This is an optimization exercise on Yosys and OpenROAD, whose aim is small area, a short achievable clock period and few clock cycles per item, not a production implementation.
RTL that was checked went through simulation tests only; none was proved equivalent to the original.

==> run a: inputs <==
==> flow/design.v <==
package ascon_pkg;
  localparam int unsigned STATE_W = 320;
  localparam int unsigned WORD_W  = 64;
  localparam int unsigned IDX_W   = 4;
  localparam int unsigned N_RC    = 12;
  function automatic logic [7:0] rc_tab(input logic [IDX_W-1:0] idx);
    case (idx)
      4'd0:    rc_tab = 8'hf0;
      4'd1:    rc_tab = 8'he1;
      4'd2:    rc_tab = 8'hd2;
      4'd3:    rc_tab = 8'hc3;
      4'd4:    rc_tab = 8'hb4;
      4'd5:    rc_tab = 8'ha5;
      4'd6:    rc_tab = 8'h96;
      4'd7:    rc_tab = 8'h87;
      4'd8:    rc_tab = 8'h78;
      4'd9:    rc_tab = 8'h69;
      4'd10:   rc_tab = 8'h5a;
      4'd11:   rc_tab = 8'h4b;
      default: rc_tab = 8'h00;
    endcase
  endfunction
endpackage
module ascon_inv_lin
(
  input  logic [319:0] i_state,
  output logic [319:0] o_state
);
  logic [63:0] w0_0, w0_1, w0_2, w0_3, w0_4;
  logic [63:0] w1_0, w1_1, w1_2, w1_3, w1_4, w1_5;
  logic [63:0] w2_0, w2_1, w2_2, w2_3, w2_4, w2_5;
  logic [63:0] w3_0, w3_1, w3_2, w3_3, w3_4, w3_5;
  logic [63:0] w4_0, w4_1, w4_2, w4_3, w4_4, w4_5;
  assign w0_0 = i_state[319:256];
  assign w0_1 = w0_0 ^ {w0_0[7:0], w0_0[63:8]} ^ {w0_0[39:0], w0_0[63:40]};
  assign w0_2 = w0_1 ^ {w0_1[7:0], w0_1[63:8]} ^ {w0_1[45:0], w0_1[63:46]};
  assign w0_3 = w0_2 ^ {w0_2[8:0], w0_2[63:9]} ^ {w0_2[44:0], w0_2[63:45]};
  assign w0_4 = w0_3 ^ {w0_3[11:0], w0_3[63:12]} ^ {w0_3[47:0], w0_3[63:48]};
  assign o_state[319:256] = {w0_4[50:0], w0_4[63:51]};
  assign w1_0 = i_state[255:192];
  assign w1_1 = w1_0 ^ {w1_0[2:0], w1_0[63:3]} ^ {w1_0[41:0], w1_0[63:42]};
  assign w1_2 = w1_1 ^ {w1_1[3:0], w1_1[63:4]} ^ {w1_1[7:0], w1_1[63:8]};
  assign w1_3 = w1_2 ^ {w1_2[3:0], w1_2[63:4]} ^ {w1_2[31:0], w1_2[63:32]};
  assign w1_4 = w1_3 ^ {w1_3[5:0], w1_3[63:6]} ^ {w1_3[19:0], w1_3[63:20]};
  assign w1_5 = w1_4 ^ {w1_4[11:0], w1_4[63:12]} ^ {w1_4[47:0], w1_4[63:48]};
  assign o_state[255:192] = {w1_5[18:0], w1_5[63:19]};
  assign w2_0 = i_state[191:128];
  assign w2_1 = w2_0 ^ {w2_0[0:0], w2_0[63:1]} ^ {w2_0[5:0], w2_0[63:6]};
  assign w2_2 = w2_1 ^ {w2_1[1:0], w2_1[63:2]} ^ {w2_1[11:0], w2_1[63:12]};
  assign w2_3 = w2_2 ^ {w2_2[3:0], w2_2[63:4]} ^ {w2_2[19:0], w2_2[63:20]};
  assign w2_4 = w2_3 ^ {w2_3[3:0], w2_3[63:4]} ^ {w2_3[31:0], w2_3[63:32]};
  assign w2_5 = w2_4 ^ {w2_4[7:0], w2_4[63:8]} ^ {w2_4[35:0], w2_4[63:36]};
  assign o_state[191:128] = {w2_5[3:0], w2_5[63:4]};
  assign w3_0 = i_state[127:64];
  assign w3_1 = w3_0 ^ {w3_0[3:0], w3_0[63:4]} ^ {w3_0[11:0], w3_0[63:12]};
  assign w3_2 = w3_1 ^ {w3_1[6:0], w3_1[63:7]} ^ {w3_1[53:0], w3_1[63:54]};
  assign w3_3 = w3_2 ^ {w3_2[7:0], w3_2[63:8]} ^ {w3_2[19:0], w3_2[63:20]};
  assign w3_4 = w3_3 ^ {w3_3[7:0], w3_3[63:8]} ^ {w3_3[43:0], w3_3[63:44]};
  assign w3_5 = w3_4 ^ {w3_4[13:0], w3_4[63:14]} ^ {w3_4[43:0], w3_4[63:44]};
  assign o_state[127:64] = {w3_5[25:0], w3_5[63:26]};
  assign w4_0 = i_state[63:0];
  assign w4_1 = w4_0 ^ {w4_0[3:0], w4_0[63:4]} ^ {w4_0[11:0], w4_0[63:12]};
  assign w4_2 = w4_1 ^ {w4_1[3:0], w4_1[63:4]} ^ {w4_1[49:0], w4_1[63:50]};
  assign w4_3 = w4_2 ^ {w4_2[3:0], w4_2[63:4]} ^ {w4_2[55:0], w4_2[63:56]};
  assign w4_4 = w4_3 ^ {w4_3[6:0], w4_3[63:7]} ^ {w4_3[40:0], w4_3[63:41]};
  assign w4_5 = w4_4 ^ {w4_4[19:0], w4_4[63:20]} ^ {w4_4[39:0], w4_4[63:40]};
  assign o_state[63:0] = {w4_5[53:0], w4_5[63:54]};
endmodule
module ascon_inv_sbox
(
  input  logic [319:0] i_state,
  input  logic [7:0]   i_rc,
  output logic [319:0] o_state
);
  logic [63:0] l0, l1, l2, l3, l4;
  logic [63:0] y0, y1, y2, y3, y4;
  logic [63:0] z0, z1, z2, z3, z4;
  logic [63:0] u2, u4;
  assign {l0, l1, l2, l3, l4} = i_state;
  assign y2 = ~l2;
  assign y3 = l3 ^ y2;
  assign y0 = l0 ^ l4;
  assign y1 = l1 ^ y0;
  assign y4 = l4;
  assign z0 = y0 ^ (~y1 & (y2 ^ (~y3 & y4)));
  assign z1 = y1 ^ (~y2 & (y3 ^ (~y4 & y0)));
  assign z2 = y2 ^ (~y3 & (y4 ^ (~y0 & y1)));
  assign z3 = y3 ^ (~y4 & (y0 ^ (~y1 & y2)));
  assign z4 = y4 ^ (~y0 & (y1 ^ (~y2 & y3)));
  assign u2 = z2 ^ z1;
  assign u4 = z4 ^ z3;
  assign o_state = {z0 ^ u4, z1, u2 ^ {56'd0, i_rc}, z3, u4};
endmodule
module ascon_inv_round
(
  input  logic [319:0] i_state,
  input  logic [7:0]   i_rc,
  output logic [319:0] o_state
);
  logic [319:0] w_lin;
  ascon_inv_lin  u_lin  (.i_state(i_state), .o_state(w_lin));
  ascon_inv_sbox u_sbox (.i_state(w_lin), .i_rc(i_rc), .o_state(o_state));
endmodule
module ascon_inv_permutation
(
  input  logic         clk,
  input  logic         rst,
  input  logic         in_valid,
  output logic         in_ready,
  input  logic [319:0] in_state,
  input  logic [3:0]   in_rounds,
  output logic         out_valid,
  input  logic         out_ready,
  output logic [319:0] out_state,
  output logic         busy
);
  logic [319:0] r_a, r_b;
  logic [319:0] w_lin, w_sbox;
  logic         r_va, r_da;
  logic [3:0]   r_ra, r_ia;
  logic         r_vb;
  logic [3:0]   r_rb, r_ib;
  logic         r_rb_is1, r_rb_le7, r_rb_le9;
  logic         r_ready, r_ov, r_busy;
  logic         w_is6, w_is8, w_is12;
  logic [3:0]   w_a;
  logic         w_stall, w_acc;
  logic         n_va, n_da, n_vb, n_ready;
  assign w_stall = r_ov & ~out_ready;
  assign w_acc   = in_valid & r_ready;
  assign w_is6  = (in_rounds == 4'd6);
  assign w_is8  = (in_rounds == 4'd8);
  assign w_is12 = ~w_is6 & ~w_is8;
  assign w_a    = w_is6 ? 4'd6 : (w_is8 ? 4'd8 : 4'd12);
  ascon_inv_lin u_lin (
    .i_state (r_a),
    .o_state (w_lin)
  );
  ascon_inv_sbox u_sbox (
    .i_state (r_b),
    .i_rc    (ascon_pkg::rc_tab(r_ib)),
    .o_state (w_sbox)
  );
  always_ff @(posedge clk) begin
    if (!w_stall) begin
      r_b <= w_lin;
      r_a <= r_vb ? w_sbox : in_state;
    end
  end
  assign n_vb = r_va & ~r_da;
  assign n_va = r_vb | w_acc;
  assign n_da = r_vb & r_rb_is1;
  always_comb begin
    if (r_vb)
      n_ready = ~n_vb & ~r_rb_is1 &
                (r_rb_le7 | (in_valid & w_is8 & r_rb_le9) | (in_valid & w_is12));
    else
      n_ready = ~n_vb & (~w_acc | w_is6);
  end
  always_ff @(posedge clk or posedge rst) begin
    if (rst) begin
      r_va     <= 1'b0;
      r_da     <= 1'b0;
      r_ra     <= 4'd0;
      r_ia     <= 4'd0;
      r_vb     <= 1'b0;
      r_rb     <= 4'd0;
      r_ib     <= 4'd0;
      r_rb_is1 <= 1'b0;
      r_rb_le7 <= 1'b0;
      r_rb_le9 <= 1'b0;
      r_ready  <= 1'b0;
      r_ov     <= 1'b0;
      r_busy   <= 1'b0;
    end else if (!w_stall) begin
      r_va     <= n_va;
      r_da     <= n_da;
      r_vb     <= n_vb;
      r_rb     <= r_ra;
      r_ib     <= r_ia;
      r_rb_is1 <= (r_ra == 4'd1);
      r_rb_le7 <= (r_ra <= 4'd7);
      r_rb_le9 <= (r_ra <= 4'd9);
      if (r_vb) begin
        r_ra <= r_rb - 4'd1;
        r_ia <= r_ib - 4'd1;
      end else begin
        r_ra <= w_a;
        r_ia <= 4'd11;
      end
      r_ready  <= n_ready;
      r_ov     <= n_da;
      r_busy   <= n_va | n_vb;
    end
  end
  assign in_ready  = r_ready;
  assign out_valid = r_ov;
  assign busy      = r_busy;
  assign out_state = r_a;
endmodule
==> flow/run.sh <==
#!/bin/bash
# synth_recipe.tcl (not shown) runs the flow's synth.tcl, then flattens the netlist and writes it again
# the make line also repeats each setting of config.mk as NAME=value (left out here)
make -C /OpenROAD-flow-scripts/flow DESIGN_CONFIG=/design/flow/config.mk WORK_HOME=/design/flow/orfs CLKGATE_MAP_FILE= SYNTH_SCRIPT=/design/flow/synth_recipe.tcl finish
==> flow/config.mk <==
export PLATFORM = sky130hd
export DESIGN_NAME = ascon_inv_permutation
export DESIGN_NICKNAME = ascon_inv_permutation
export VERILOG_FILES = /design/flow/design.v
export SDC_FILE = /design/flow/constraint.sdc
export NUM_CORES = 4
export LEC_CHECK = 0
export CAP_MARGIN = 20
export CORE_MARGIN = 2
export CORE_UTILIZATION = 40
export SLEW_MARGIN = 20
==> flow/constraint.sdc <==
create_clock -name core_clock -period 7.0 [get_ports {clk}]
set_input_delay 1.4000 -clock core_clock [delete_from_list [all_inputs] [get_ports {clk}]]
set_output_delay 1.4000 -clock core_clock [all_outputs]
set_load 0.01 [all_outputs]
==> inputs of run b, as changes to run a <==
--- a/flow/design.v
+++ b/flow/design.v
@@ -128,5 +128,5 @@
   logic         n_va, n_da, n_vb, n_ready;
   assign w_stall = r_ov & ~out_ready;
-  assign w_acc   = in_valid & r_ready;
+  assign w_acc   = in_valid & in_ready;
   assign w_is6  = (in_rounds == 4'd6);
   assign w_is8  = (in_rounds == 4'd8);
@@ -194,5 +194,5 @@
     end
   end
-  assign in_ready  = r_ready;
+  assign in_ready  = r_ready | (r_ov & ~r_vb & out_ready);
   assign out_valid = r_ov;
   assign busy      = r_busy;
==> flow/flow/run.sh (new file) <==
#!/bin/bash
# The standard ORFS layout (the standard.sh, all steps, standard synthesis),
# with one change: the buffers that buffer_ports puts on every input and output
# port are buf_1 cells instead of the default delay-buffer cell.
set -euo pipefail
export BUFFER_PORTS_ARGS="-buffer_cell sky130_fd_sc_hd__buf_1"
bash standard.sh finish > standard_flow.log 2>&1
==> flow/standard.sh (new file) <==
#!/bin/bash
# synth_recipe.tcl (not shown) runs the flow's synth.tcl, then flattens the netlist and writes it again
# the make line also repeats each setting of config.mk as NAME=value (left out here)
make -C /OpenROAD-flow-scripts/flow DESIGN_CONFIG=/design/flow/config.mk WORK_HOME=/design/flow/orfs CLKGATE_MAP_FILE= SYNTH_SCRIPT=/design/flow/synth_recipe.tcl "${@:-finish}"
CAP_MARGIN = 5   (was 20)
CTS_BUF_LIST = sky130_fd_sc_hd__clkbuf_8   (was default)
SETUP_SLACK_MARGIN = 3.8   (was default)
SLEW_MARGIN = 5   (was 20)
removed: flow/run.sh
==> inputs of run c, as changes to run a <==
--- a/flow/design.v
+++ b/flow/design.v
@@ -128,5 +128,5 @@
   logic         n_va, n_da, n_vb, n_ready;
   assign w_stall = r_ov & ~out_ready;
-  assign w_acc   = in_valid & r_ready;
+  assign w_acc   = in_valid & in_ready;
   assign w_is6  = (in_rounds == 4'd6);
   assign w_is8  = (in_rounds == 4'd8);
@@ -194,5 +194,5 @@
     end
   end
-  assign in_ready  = r_ready;
+  assign in_ready  = r_ready | (r_ov & ~r_vb & out_ready);
   assign out_valid = r_ov;
   assign busy      = r_busy;
==> flow/flow/run.sh (new file) <==
#!/bin/bash
# The standard ORFS layout (the standard.sh, all steps, standard synthesis),
# with one change: the buffers that buffer_ports puts on every input and output
# port are buf_1 cells instead of the default delay-buffer cell.
set -euo pipefail
export BUFFER_PORTS_ARGS="-buffer_cell sky130_fd_sc_hd__buf_1"
bash standard.sh finish > standard_flow.log 2>&1
==> flow/standard.sh (new file) <==
#!/bin/bash
# synth_recipe.tcl (not shown) runs the flow's synth.tcl, then flattens the netlist and writes it again
# the make line also repeats each setting of config.mk as NAME=value (left out here)
make -C /OpenROAD-flow-scripts/flow DESIGN_CONFIG=/design/flow/config.mk WORK_HOME=/design/flow/orfs CLKGATE_MAP_FILE= SYNTH_SCRIPT=/design/flow/synth_recipe.tcl "${@:-finish}"
CTS_BUF_LIST = sky130_fd_sc_hd__clkbuf_8   (was default)
SETUP_SLACK_MARGIN = 4.0   (was default)
removed: flow/run.sh
==> notes.md <==
- The run finished with no timing, DRC or antenna violations.
- The sequential cell area is just under 0.02 sq mm.
- The number of cells on the worst reg-to-reg path is 7.
- Counting every instance in the synthesized netlist gives between 5000 and 6000.
- The final standard cell utilization of the core is a little under half.
- The library cell contributing the largest single delay on the critical path is xor2_1.
- STA puts the critical path data arrival time at ~4.5 ns.
(the above is from run a)
==> notes.md <==
- The run finished with no timing, DRC or antenna violations.
- Counting cells, the worst reg-to-reg path comes to 6.
- The final standard cell utilization of the core is ~50%.
- The instance count of the mapped netlist is 5307.
- Setup violations remaining at the end of the flow were counted as 0.
- The launching instance or port of the critical path is r_b[12]$_DFFE_PN_.
- Ranked by instance count, the synthesized netlist is headed by 1801 x xnor2_1, 738 x xor2_1, 640 x edfxtp_1.
- After synthesis, the netlist uses 40 different library cells.
- The number of global-route vias before repair is 45000.
- At the worst endpoint, the arrival time is about 4.0 ns.
- The sequential cell area is slightly below 0.02 sq mm.
- On the critical path, the stage with the largest delay is an instance of xnor2_1.
- Detailed routing placed a total of between 20000 and 30000 microns of wire on met3.
(the above is from run b)
==> notes.md <==
- After synthesis the netlist holds a flip-flop and latch count of about 660.
- Timing would allow up to 0.309 GHz.
- Input and output buffers added on the ports amount to 650.
- At the pin with the least slew margin, the transition time is around 1.3 ns.
- The final standard cell utilization of the core is about three fifths.
- After detailed routing, the number of vias per cell comes to about 5.4.
- The instance count of the mapped netlist is between 5000 and 6000.
- The total area inside the core boundary comes to between 0.15 and 0.2 sq mm.
- The sequential cell area is between 0.015 and 0.02 sq mm.
- Yosys mapped the design onto 40 distinct sky130hd cell types.
- The synthesized netlist devotes 2.23% of its cell area to compound gates.
- For hold timing, the worst endpoint is r_ia[2]$_DFFE_PP0N_.
- STA puts the critical path data arrival time at 3.95 ns.
- The run finished with no timing, DRC or antenna violations.
(the above is from run c)
Testbench counts of run b, summed over its fixed seeds: cycles 10,530, items 960.
Testbench counts of run c, summed over its fixed seeds: cycles 10,530, items 960.
Only the layout flow was run in run a; the RTL was not checked for function there.

-- what the ideal ports hide --
In the flow no input, the clock included, has a driving cell. The finished layouts below were timed again as built, in two steps.
Step 1 (the two cells are an assumption about what drives the block):
set clk [get_ports {clk}]
set_driving_cell -lib_cell sky130_fd_sc_hd__clkbuf_16 $clk
set_driving_cell -lib_cell sky130_fd_sc_hd__buf_2 [delete_from_list [all_inputs] $clk]
Step 2 adds t to the input delays and takes it off the output delays; t is the mean of the earliest and latest rising clock arrival at the registers after step 1. Input paths then give back, and output paths get back, about the clock's delay inside the block.
Slacks: ideal / step 1 / step 2; pairs: ideal / step 1.
| run | t (ns) | setup slack, ns | clock arrival spread, ns | slew at the worst register clock pin (ns) | pins driven straight from the clock port |
|---|---|---|---|---|---|
| run a | 0.801 | 2.956 / 2.956 / 2.681 | 0.030 / 0.030 | 0.07 / 0.07 | 1 |
| run b | 0.999 | 3.687 / 3.676 / 3.045 | 0.078 / 0.078 | 0.07 / 0.07 | 1 |
| run c | 1.012 | 3.760 / 3.702 / 3.182 | 0.072 / 0.072 | 0.08 / 0.08 | 1 |
After both steps setup and hold are still met in every run listed. For run b, which loses most, drivers alone change the setup slack by -0.011 ns; drivers and shift together by -0.642 ns.
